This is an optimization exercise on Yosys and OpenROAD, whose aim is small area, not a production implementation.
The RTL was checked by simulation tests, not by an equivalence proof against the original design.
Power figures rest on the tool's default switching activity, not on a simulated workload.

<file path="design/flow/config.mk">
export PLATFORM = sky130hd
export DESIGN_NAME = regfile_scoreboard
export DESIGN_NICKNAME = regfile_scoreboard
export VERILOG_FILES = /design/flow/design.v
export SDC_FILE = /design/flow/constraint.sdc
export NUM_CORES = 8
export LEC_CHECK = 0
export CAP_MARGIN = 20
export CORE_MARGIN = 2
export CORE_UTILIZATION = 40
export SLEW_MARGIN = 20
</file>
<file path="design/flow/design.v">
module regfile_scoreboard #(
  parameter int DATA_WIDTH = 32,
  parameter int ADDR_WIDTH = 5
) (
  input  logic                  clock,
  input  logic                  reset,
  input  logic                  write_enable,
  input  logic [ADDR_WIDTH-1:0] write_address,
  input  logic [DATA_WIDTH-1:0] write_data_in,
  input  logic [ADDR_WIDTH-1:0] read_address_1,
  input  logic [ADDR_WIDTH-1:0] read_address_2,
  output logic [DATA_WIDTH-1:0] data_out_1,
  output logic [DATA_WIDTH-1:0] data_out_2,
  output logic                  hazard_1,
  output logic                  hazard_2,
  input  logic                  issue_valid,
  input  logic [ADDR_WIDTH-1:0] issue_address,
  input  logic [ADDR_WIDTH-1:0] read_address_debug,
  output logic [DATA_WIDTH-1:0] data_out_debug,
  output logic                  busy_out_debug
);
  localparam int NUM_REGS = 2 ** ADDR_WIDTH;
  logic [DATA_WIDTH-1:0] regs [NUM_REGS];
  logic [NUM_REGS-1:0]   busy;
  logic [NUM_REGS-1:0]   busy_next;
  logic                  write_hit;
  logic [DATA_WIDTH-1:0] rd_1;
  logic [DATA_WIDTH-1:0] rd_2;
  logic [DATA_WIDTH-1:0] rd_debug;
  assign write_hit = write_enable && (write_address != '0);
  assign rd_1 = (read_address_1 == '0) ? '0 :
                (write_enable && write_address == read_address_1) ? write_data_in :
                regs[read_address_1];
  assign rd_2 = (read_address_2 == '0) ? '0 :
                (write_enable && write_address == read_address_2) ? write_data_in :
                regs[read_address_2];
  assign rd_debug = (read_address_debug == '0) ? '0 :
                    (write_enable && write_address == read_address_debug) ? write_data_in :
                    regs[read_address_debug];
  always_comb begin
    busy_next = busy;
    if (write_enable) busy_next[write_address] = 1'b0;
    if (issue_valid)  busy_next[issue_address] = 1'b1;   
    busy_next[0] = 1'b0;
  end
  assign hazard_1 = busy[read_address_1] && (read_address_1 != '0) &&
                    !(write_enable && write_address == read_address_1);
  assign hazard_2 = busy[read_address_2] && (read_address_2 != '0) &&
                    !(write_enable && write_address == read_address_2);
  always_ff @(posedge clock or negedge reset) begin
    if (!reset) begin
      for (int i = 0; i < NUM_REGS; i++) regs[i] <= '0;
      busy           <= '0;
      data_out_1     <= '0;
      data_out_2     <= '0;
      data_out_debug <= '0;
      busy_out_debug <= 1'b0;
    end else begin
      if (write_hit) regs[write_address] <= write_data_in;
      busy           <= busy_next;
      data_out_1     <= rd_1;
      data_out_2     <= rd_2;
      data_out_debug <= rd_debug;
      busy_out_debug <= busy_next[read_address_debug];
    end
  end
endmodule
</file>
<file path="design/flow/constraint.sdc">
create_clock -name core_clock -period 5.0 [get_ports {clock}]
set_input_delay 1.0000 -clock core_clock [delete_from_list [all_inputs] [get_ports {clock}]]
set_output_delay 1.0000 -clock core_clock [all_outputs]
set_load 0.01 [all_outputs]
</file>
<file path="design/flow/run.sh">
#!/bin/bash
# synth_recipe.tcl (not shown) runs the flow's synth.tcl, then flattens the netlist and writes it again
# the make line also repeats each setting of config.mk as NAME=value (left out here)
make -C /OpenROAD-flow-scripts/flow DESIGN_CONFIG=/design/flow/config.mk WORK_HOME=/design/flow/orfs CLKGATE_MAP_FILE= SYNTH_SCRIPT=/design/flow/synth_recipe.tcl finish
</file>
==> results of run 1 <==
## registers in the layout (all words and copies together) (netlist names)
signal          flops
busy_out_debug      1
data_out_1         32
regs              992
busy               31
data_out_2         32
data_out_debug     32
## path summary, 6_finish.rpt
| path | slack, ps | depth (start not counted) | end | startpoint |
|---|---|---|---|---|
| setup / recovery | 480 | 7 | hazard_2 | read_address_2[0] |
| hold / removal | 290 | 1 | regs[19][7] | reset |
| setup reg to reg | 2280 | 7 | data_out_1[12] | regs[8][12] |
| hold reg to reg | 570 | 1 | regs[7][15] | regs[7][15] |
| max in group asynchronous | 3420 | 2 | regs[19][18] | reset |
| min in group core_clock | 570 | 1 | regs[7][15] | regs[7][15] |
## layout make-up
type	count	share of cell area, %
multi-input combinational	3849	43.0
sequential	1120	38.8
timing repair buffer	591	8.37
clock buffer	184	5.35
tap	2030	3.51
clock inverter	45	0.812
antenna	24	0.0831
inverter	13	0.0675
## worst reg2reg max path: cells and delay by family (launching register included)
kind	cells	cell delay (ps)
compound gates	4	740
mux	1	510
simple gates	2	840
flops	1	460
## metal layers
| layer | up-vias | share of wire, % | global-route usage, % |
|---|---|---|---|
| met5 | - | 0.10 | 1.42 |
| met4 | 34 | 11 | 38.1 |
| met3 | 2786 | 16 | 25.7 |
| met2 | 7243 | 38 | 65.7 |
| met1 | 31500 | 35 | 59.4 |
| li1 | 22200 | - | - |
## placed cells by master, fill, tap and decap left out, types with 51 or more instances in the layout
master,netlist,layout
nand3_1,143,129
a21oi_1,144,144
nor3_1,55,51
a22oi_1,1166,1166
o21ai_0,130,130
mux2_1,54,54
nor2_1,137,75
nor2_4,0,62
buf_4,4,329
buf_12,0,103
dfrtp_1,1120,1120
a221oi_1,70,70
a222oi_1,70,70
mux2_2,941,941
a22o_1,60,60
nand2_1,269,252
clkdlybuf4s50_1,0,134
nand4_1,178,178
clkbuf_16,0,137
## logic make-up (layout without fill, tap and decap cells)
| logic type | Yosys count | count (layout) | synth area share [%] |
|---|---|---|---|
| buffers and inverters | 593 | 833 | 4.27 |
| adder cells (fa/ha/maj) | 9 | 9 | 0.185 |
| other | 0 | 24 | 0 |
| AO/OA/AOI/OAI | 1805 | 1805 | 21.6 |
| XOR/XNOR | 17 | 17 | 0.245 |
| flip-flops | 1120 | 1120 | 46.0 |
| AND/OR/NAND/NOR | 995 | 995 | 8.38 |
| multiplexers | 1023 | 1023 | 19.2 |
## power by group through the flow
stage / clock network [W] / logic [W] / registers, W
2_1_floorplan: 0 / 0.00257 / 0.0124
3_3_place_gp: 0 / 0.00430 / 0.0135
3_5_place_dp: 0 / 0.00438 / 0.0135
4_1_cts: 0.0102 / 0.00440 / 0.0134
5_1_grt: 0.0106 / 0.00473 / 0.0136
6_report: 0.0102 / 0.00453 / 0.0136
## stage by stage
| step | hold WS [ps] | util, % | setup WS [ps] | total power, W |
|---|---|---|---|---|
| after floorplan | 479 | - | 1200 | 0.0150 |
| after CTS | 329 | 47.7 | 465 | 0.0279 |
| after detailed placement | 549 | 44.8 | 264 | 0.0179 |
| after global placement | 534 | 44.8 | 260 | 0.0178 |
| final | 295 | 47.7 | 477 | 0.0284 |
| after global routing | 341 | 47.7 | 375 | 0.0289 |
==> results.toml, run 1 <==
[finish]
layout.nets = 5778
final_cells = 7856
area_delta_synth_final_pct = 18.8
filler_cell_count = 13900
seqCellArea_mm2 = 0.0280
finish.instance_area_mm2 = 0.0723
drive_gt1_share_pct = 30.5
multiInputGateArea_mm2 = 0.0311

[yosys]
synth_edf_count = 0
netlist_instances = 5562
yosysWarningCount = 2
synth_cell_types = 71
synth_area_mm2 = 0.0609
async_flop_share_pct = 100
synth_seq_cells = 1120
ys_seq_area_share_pct = 46.0
synth.largest_area_cell = "dfrtp_1"
synth.most_common_cell = "a22oi_1"
yosys.area.top_type_share_pct = 46.0
synthTopCellsByCount = "a22oi_1, dfrtp_1, mux2_2, nand2_1, buf_2"
synth.avg_cell_area_um2 = 10.9
synth_fp_nets = 5632
netlist_top_cells_area = "dfrtp_1, mux2_2, a22oi_1"
ys.flop_type = "dfrtp_1"

[drt]
drtAntennaViolNets = 0
drt_first_pass_iters = 17
drt_first_iter_violations = 15600
wl_per_cell_um = 50.5
drc = 0
via_per_inst = 8.12
totalWireLength_um = 397000
vias = 63800

[clock_network]
clk_pin_slew_ps = 60
cts_hold_buf = 0
root_buffer = "clkbuf_16"
numCtsBuffers = 133
ctsLongestPathBuffers = 3
cts_tree = "yes"
ctsResizeCount = 0
cts_sinks = 1120
clk_latency_ps = 840
htree_levels = 4
post_cts_buffers = 0

[pwr]
p_sw_share_pct = 32.8
leakagePower_nw = 30.8
power_switching_w = 0.00932
p_clk_share_pct = 36.0
ir_drop_mv = 0.382
p_per_area_mw_per_mm2 = 393
power_frac_comb_pct = 16.0
p_int_w = 0.0191
power_frac_seq_pct = 48.0

[timing]
setup_tns_ps = 0
post-route-min-period_ps = 4520
worst_pin_slew_ps = 1360
report.final.slew_viol_count = 0
fin_skew_ps = 37.7
relSlewSlack_pct = 9.62
hold_viol_final = 0
finalCritPeriodShare_pct = 90.5
max_freq_ghz = 0.221
setup_violations = 0
rsz0062_at_grt = "false"

[critical_path]
crit_fanout = 16
cp_cell_sequence = "clkdlybuf4s50_1 -> buf_4 -> mux4_2 -> mux4_2 -> mux2i_1 -> nor2_1 -> clkdlybuf4s50_1"
cp_top_family = "buffers and inverters"
criticalPathCategory = "in -> out"
cp_data_required_time_ps = 4000
critPathMaxStageDelay_ps = 540
cp_num_buf_inv = 3
cp.arrival_ps = 3520
cp-end-kind = "primary output"
start_kind = "input pin"
crit_path_top_delay_cell = "mux4_2"

[global_routing]
grt_overflow = 0
grt_usage_pct = 49.4
antenna_found_initial = 39
grt_pass1_vias = 59600
grt_max_degree = 109
grt_pass1_wl_um = 528000

[place]
dpl_cell_area_mm2 = 0.0678
dpl.cell_count = 7602
numPortBuffers = 159
dp_hpwl_um = 240000
globalplace.congestion = 1.07

[worst_hold_path]
hp-class = "in -> async"

[status]
status = "no timing/DRC/antenna violations"

[floorplan]
fp.dieH_um = 394
dieArea_mm2 = 0.155
die_w_um = 394
ios = 160
coreArea_mm2 = 0.152
num_rows = 143
start_util_pct = 40.2

[job]
maxCapViolCount = 0
==> inputs of run 2 (changes only) <==
==> design/flow/design.v (replaced) <==
module regfile_scoreboard_ao22 (
  input  logic a1, a2, b1, b2,
  output logic y
);
  assign y = (a1 & a2) | (b1 & b2);
endmodule
module regfile_scoreboard_aoi222 (
  input  logic a1, a2, b1, b2, c1, c2,
  output logic y
);
  assign y = ~((a1 & a2) | (b1 & b2) | (c1 & c2));
endmodule
module regfile_scoreboard_nand4 (
  input  logic a, b, c, d,
  output logic y
);
  assign y = ~(a & b & c & d);
endmodule
module regfile_scoreboard_nand2_aoi (
  input  logic a, b, c1, c2,
  output logic y
);
  assign y = ~(a & b & ~(c1 & c2));
endmodule
module regfile_scoreboard_or3 (
  input  logic a, b, c,
  output logic y
);
  assign y = a | b | c;
endmodule
module regfile_scoreboard_rbit (
  input  logic [30:0] s,
  input  logic [30:0] d,
  output logic        y
);
  logic [9:0] z;
  logic [2:0] p;
  for (genvar k = 0; k < 10; k++) begin : g_aoi
    regfile_scoreboard_aoi222 u (
      .a1(s[3*k]),   .a2(d[3*k]),
      .b1(s[3*k+1]), .b2(d[3*k+1]),
      .c1(s[3*k+2]), .c2(d[3*k+2]),
      .y(z[k])
    );
  end
  regfile_scoreboard_nand4     u_n0 (.a(z[0]), .b(z[1]), .c(z[2]), .d(z[3]), .y(p[0]));
  regfile_scoreboard_nand4     u_n1 (.a(z[4]), .b(z[5]), .c(z[6]), .d(z[7]), .y(p[1]));
  regfile_scoreboard_nand2_aoi u_n2 (.a(z[8]), .b(z[9]), .c1(s[30]), .c2(d[30]), .y(p[2]));
  regfile_scoreboard_or3       u_o  (.a(p[0]), .b(p[1]), .c(p[2]), .y(y));
endmodule
module regfile_scoreboard #(
  parameter int DATA_WIDTH = 32,
  parameter int ADDR_WIDTH = 5
) (
  input  logic                  clock,
  input  logic                  reset,
  input  logic                  write_enable,
  input  logic [ADDR_WIDTH-1:0] write_address,
  input  logic [DATA_WIDTH-1:0] write_data_in,
  input  logic [ADDR_WIDTH-1:0] read_address_1,
  input  logic [ADDR_WIDTH-1:0] read_address_2,
  output logic [DATA_WIDTH-1:0] data_out_1,
  output logic [DATA_WIDTH-1:0] data_out_2,
  output logic                  hazard_1,
  output logic                  hazard_2,
  input  logic                  issue_valid,
  input  logic [ADDR_WIDTH-1:0] issue_address,
  input  logic [ADDR_WIDTH-1:0] read_address_debug,
  output logic [DATA_WIDTH-1:0] data_out_debug,
  output logic                  busy_out_debug
);
  localparam int NUM_REGS = 2 ** ADDR_WIDTH;
  localparam int N = NUM_REGS - 1;
  logic [N*DATA_WIDTH-1:0]      regs;        
  logic [N*DATA_WIDTH-1:0]      regs_nxt;
  logic [DATA_WIDTH-1:0][N-1:0] regs_t;      
  logic [N-1:0]                 valid;
  logic [N-1:0]                 busy;
  logic [N-1:0]                 wsel, whold, isel;
  logic [N-1:0]                 sel_1, sel_2, sel_debug;
  logic [N-1:0]                 hsel_1, hsel_2;
  logic [ADDR_WIDTH-1:0]        addr_1_q, addr_2_q, addr_debug_q;
  always_comb begin
    for (int i = 0; i < N; i++) begin
      wsel[i]      = write_enable && (write_address == ADDR_WIDTH'(i + 1));
      whold[i]     = !wsel[i];
      isel[i]      = issue_valid && (issue_address == ADDR_WIDTH'(i + 1));
      sel_1[i]     = (addr_1_q == ADDR_WIDTH'(i + 1)) && valid[i];
      sel_2[i]     = (addr_2_q == ADDR_WIDTH'(i + 1)) && valid[i];
      sel_debug[i] = (addr_debug_q == ADDR_WIDTH'(i + 1)) && valid[i];
      hsel_1[i]    = (read_address_1 == ADDR_WIDTH'(i + 1));
      hsel_2[i]    = (read_address_2 == ADDR_WIDTH'(i + 1));
    end
  end
  for (genvar i = 0; i < N; i++) begin : g_row
    for (genvar b = 0; b < DATA_WIDTH; b++) begin : g_bit
      assign regs_t[b][i] = regs[i*DATA_WIDTH+b];
      regfile_scoreboard_ao22 u_w (
        .a1(wsel[i]), .a2(write_data_in[b]), .b1(whold[i]), .b2(regs[i*DATA_WIDTH+b]), .y(regs_nxt[i*DATA_WIDTH+b])
      );
    end
  end
  always_ff @(posedge clock) regs <= regs_nxt;
  always_ff @(posedge clock or negedge reset) begin
    if (!reset) begin
      valid        <= '0;
      busy         <= '0;
      addr_1_q     <= '0;
      addr_2_q     <= '0;
      addr_debug_q <= '0;
    end else begin
      valid        <= valid | wsel;
      busy         <= isel | (busy & ~wsel);
      addr_1_q     <= read_address_1;
      addr_2_q     <= read_address_2;
      addr_debug_q <= read_address_debug;
    end
  end
  for (genvar b = 0; b < DATA_WIDTH; b++) begin : g_rd
    regfile_scoreboard_rbit u_r1 (.s(sel_1),     .d(regs_t[b]), .y(data_out_1[b]));
    regfile_scoreboard_rbit u_r2 (.s(sel_2),     .d(regs_t[b]), .y(data_out_2[b]));
    regfile_scoreboard_rbit u_rd (.s(sel_debug), .d(regs_t[b]), .y(data_out_debug[b]));
  end
  always_comb begin
    busy_out_debug = 1'b0;
    hazard_1       = 1'b0;
    hazard_2       = 1'b0;
    for (int i = 0; i < N; i++) begin
      busy_out_debug = busy_out_debug | ((addr_debug_q == ADDR_WIDTH'(i + 1)) & busy[i]);
      hazard_1       = hazard_1 | (hsel_1[i] & busy[i] & ~wsel[i]);
      hazard_2       = hazard_2 | (hsel_2[i] & busy[i] & ~wsel[i]);
    end
  end
endmodule
--- a/design/flow/config.mk
+++ b/design/flow/config.mk
@@ -11 +11,2 @@
 export SLEW_MARGIN = 20
+export SYNTH_HIERARCHICAL = 1
==> run 2 against run 1 <==
  * Sequential share of layout area down 0.39 points
  * Clock skew down 38 ps
  * The layout now fails its checks (setup timing)
  * Setup slack worse by 750 ps
  * First-iteration DRC count down 0.39%
  * Clock power down 11%
  * Combinational power down 24%
  * Largest cell class unchanged
==> results.toml, run 2 <==
[status]
status = "complete, but fails checks"
violations = "setup timing"

[yosys]
ys_seq_area_share_pct = 47.6
synth_fp_nets = 4087
synth.largest_area_cell = "dfxtp_1"
synth.avg_cell_area_um2 = 11.4
netlist_instances = 4026
synthTopCellsByCount = "a22o_1, dfxtp_1, a222oi_1, nand4_1, nand2_1"
synth_cell_types = 66
synth_edf_count = 0
yosysWarningCount = 7
ys.flop_type = "dfxtp_1"
synth_seq_cells = 1069
synth_area_mm2 = 0.0457
async_flop_share_pct = 7.20
netlist_top_cells_area = "dfxtp_1, a222oi_1, a22o_1"
yosys.area.top_type_share_pct = 43.4
synth.most_common_cell = "a22o_1"

[timing]
report.final.slew_viol_count = 0
fin_skew_ps = 0
worst_pin_slew_ps = 1220
relSlewSlack_pct = 18.5
hold_viol_final = 0
max_freq_ghz = 0.190
post-route-min-period_ps = 5270
setup_violations = 64
setup_slack_ps = -272
finalCritPeriodShare_pct = 105
setup_tns_ps = -5000
rsz0062_at_grt = "true"
whs_ps = 317

[critical_path]
cp.arrival_ps = 4270
cp_data_required_time_ps = 4000
start_kind = "flop"
cp-end-kind = "primary output"
critPathMaxStageDelay_ps = 690
cp_cell_sequence = "buf_2 -> and2_2 -> and3_4 -> buf_4 -> a222oi_1 -> nand4_1 -> or3_4 -> clkdlybuf4s50_1"
crit_fanout = 9
crit_path_top_delay_cell = "nand4_1"
criticalPathCategory = "reg -> out"

[clock_network]
htree_levels = 3
numCtsBuffers = 114
cts_sinks = 1069
ctsLongestPathBuffers = 3
cts_tree = "yes"
clk_pin_slew_ps = 70
root_buffer = "clkbuf_16"
clk_latency_ps = 710
cts_hold_buf = 0

[pwr]
ir_drop_mv = 0.311
power_w = 0.0246
leakagePower_nw = 22.8
p_per_area_mw_per_mm2 = 434

[finish]
largestRegisters = "regs x992, busy x31, valid x31"
layout_common_cells = "a22o_1, dfxtp_1, a222oi_1"
regMostFlops = "regs"
largest_reg_flops = 992
drive_gt1_share_pct = 15.0
finish.instance_area_mm2 = 0.0568
area_delta_synth_final_pct = 24.2
final_common_cell = "a22o_1"
layout.nets = 4662

[drt]
drt_first_pass_iters = 19
wl_met2_um = 105000
drc = 0
dr.max_layer_used = "met5"
drtAntennaViolNets = 0
via_per_inst = 8.65
drt_first_iter_violations = 15600
totalWireLength_um = 277000
wl_per_cell_um = 44.6
met3_length_um = 51400
met1_length_um = 94000
vias = 53800

[global_routing]
grt_max_degree = 78
grt_overflow = 0
grt_usage_pct = 43.3
antenna_found_initial = 25
grt_pass1_vias = 48700
grt_pass1_wl_um = 366000

[place]
dpl_cell_area_mm2 = 0.0517
dp_hpwl_um = 153000
place_ws_ps = 30.8
numPortBuffers = 159
globalplace.congestion = 1.02

[floorplan]
die_w_um = 342
ios = 160
dieArea_mm2 = 0.117
start_util_pct = 40.2
fp.dieH_um = 342
num_rows = 124
coreArea_mm2 = 0.114

[worst_hold_path]
hp-class = "in -> async"

[job]
maxCapViolCount = 0
-- run 2: what timing repair did --
item	in CTS	in global routing
hold endpoints to repair	0	0
gates resized for setup	38	104
setup buffers	0	52
setup endpoints to repair	87	81
pin swaps	11	87
cloned	0	18
-- run 2: stage by stage --
| step | util, % | cells |
|---|---|---|
| floorplan | - | 4026 |
| global placement | 45.4 | 5927 |
| detailed placement | 45.4 | 5927 |
| CTS | 49.0 | 6135 |
| global route | 49.8 | 6211 |
| finish | 49.9 | 6227 |
-- run 2: path summary, 6_finish.rpt --
check,startpoint,endpoint,slack (ps),cells past startpoint
hold reg to reg,valid[30],valid[30],510,1
hold / removal,reset,busy[29],320,1
setup / recovery,addr_debug_q[0],data_out_debug[27],-270,8
min in group core_clock,valid[30],valid[30],510,1
max in group asynchronous,reset,addr_2_q[2],4090,1
setup reg to reg,busy[7],busy[7],3880,2
-- run 2: metal layers --
metal / vias to the layer above / track usage (%)
met5: - / 1.43
li1: 20300 / -
met3: 1713 / 19.7
met2: 6219 / 58.7
met4: 16 / 30.8
met1: 25600 / 53.8
-- run 2: cell families (layout without fill, tap and decap cells) --
group | Yosys count | in the layout | share of synthesized area [%]
compound gates | 2033 | 2033 | 41.1
flops | 1069 | 1069 | 47.6
simple gates | 860 | 878 | 10.6
buf+inv | 59 | 708 | 0.514
mux | 5 | 5 | 0.115
other cells | 0 | 22 | 0
-- run 2: Yosys stat by module, one instance, submodules excluded, a selection --
module	cells	flip-flops and latches
regfile_scoreboard	1594	1069
regfile_scoreboard_aoi222	1	0
regfile_scoreboard_or3	1	0
regfile_scoreboard_nand4	1	0
regfile_scoreboard_nand2_aoi	2	0
regfile_scoreboard_ao22	1	0
-- run 2: area by class of cell --
cell class,count,area (um^2)
Fill cell,10300,57100
Multi-Input combinational cell,2916,24500
Sequential cell,1069,21800
Timing Repair Buffer,464,4520
Clock buffer,165,3360
Tap cell,1512,1890
Clock inverter,43,578
Inverter,36,135
Antenna cell,22,55.1
-- run 2: critical path, delay by kind of cell, from the launching register on --
kind | cells | cell delay (ps)
AND/OR/NAND/NOR | 4 | 1780
buffers and inverters | 3 | 880
flip-flops | 1 | 460
AO/OA/AOI/OAI | 1 | 420
-- run 2: where the power goes --
part,switching [W],total (W),internal (W)
Clock,0.00382,0.00910,0.00527
Combinational,0.00166,0.00343,0.00177
Sequential,0.00189,0.0121,0.0102
Total,0.00737,0.0246,0.0173

re-timing with driven ports:
In the flow no input, the clock included, has a driving cell. The finished layouts below were timed again as built, in two steps.
Step 1: set_driving_cell puts a clkbuf_16 on clock and a buf_2 on each other input, an assumption about the parent block.
Step 2 adds t to the input delays and takes it off the output delays; t is the mean of the earliest and latest rising clock arrival at the registers after step 1. Input paths then give back, and output paths get back, about the clock's delay inside the block.
Slacks: ideal ports / drivers / drivers and shift; pairs: ideal ports / drivers.
run | t, ns | setup slack, ns | slew at the worst register clock pin (ns) | pins driven straight from the clock port
run 1 | 0.909 | 0.477 / 0.453 / 0.006 | 0.07 / 0.07 | 1
run 2 | 0.811 | -0.272 / -0.348 / 0.126 | 0.07 / 0.07 | 1
For run 1, which loses most, drivers alone change the setup slack by -0.024 ns; drivers and shift together by -0.471 ns.
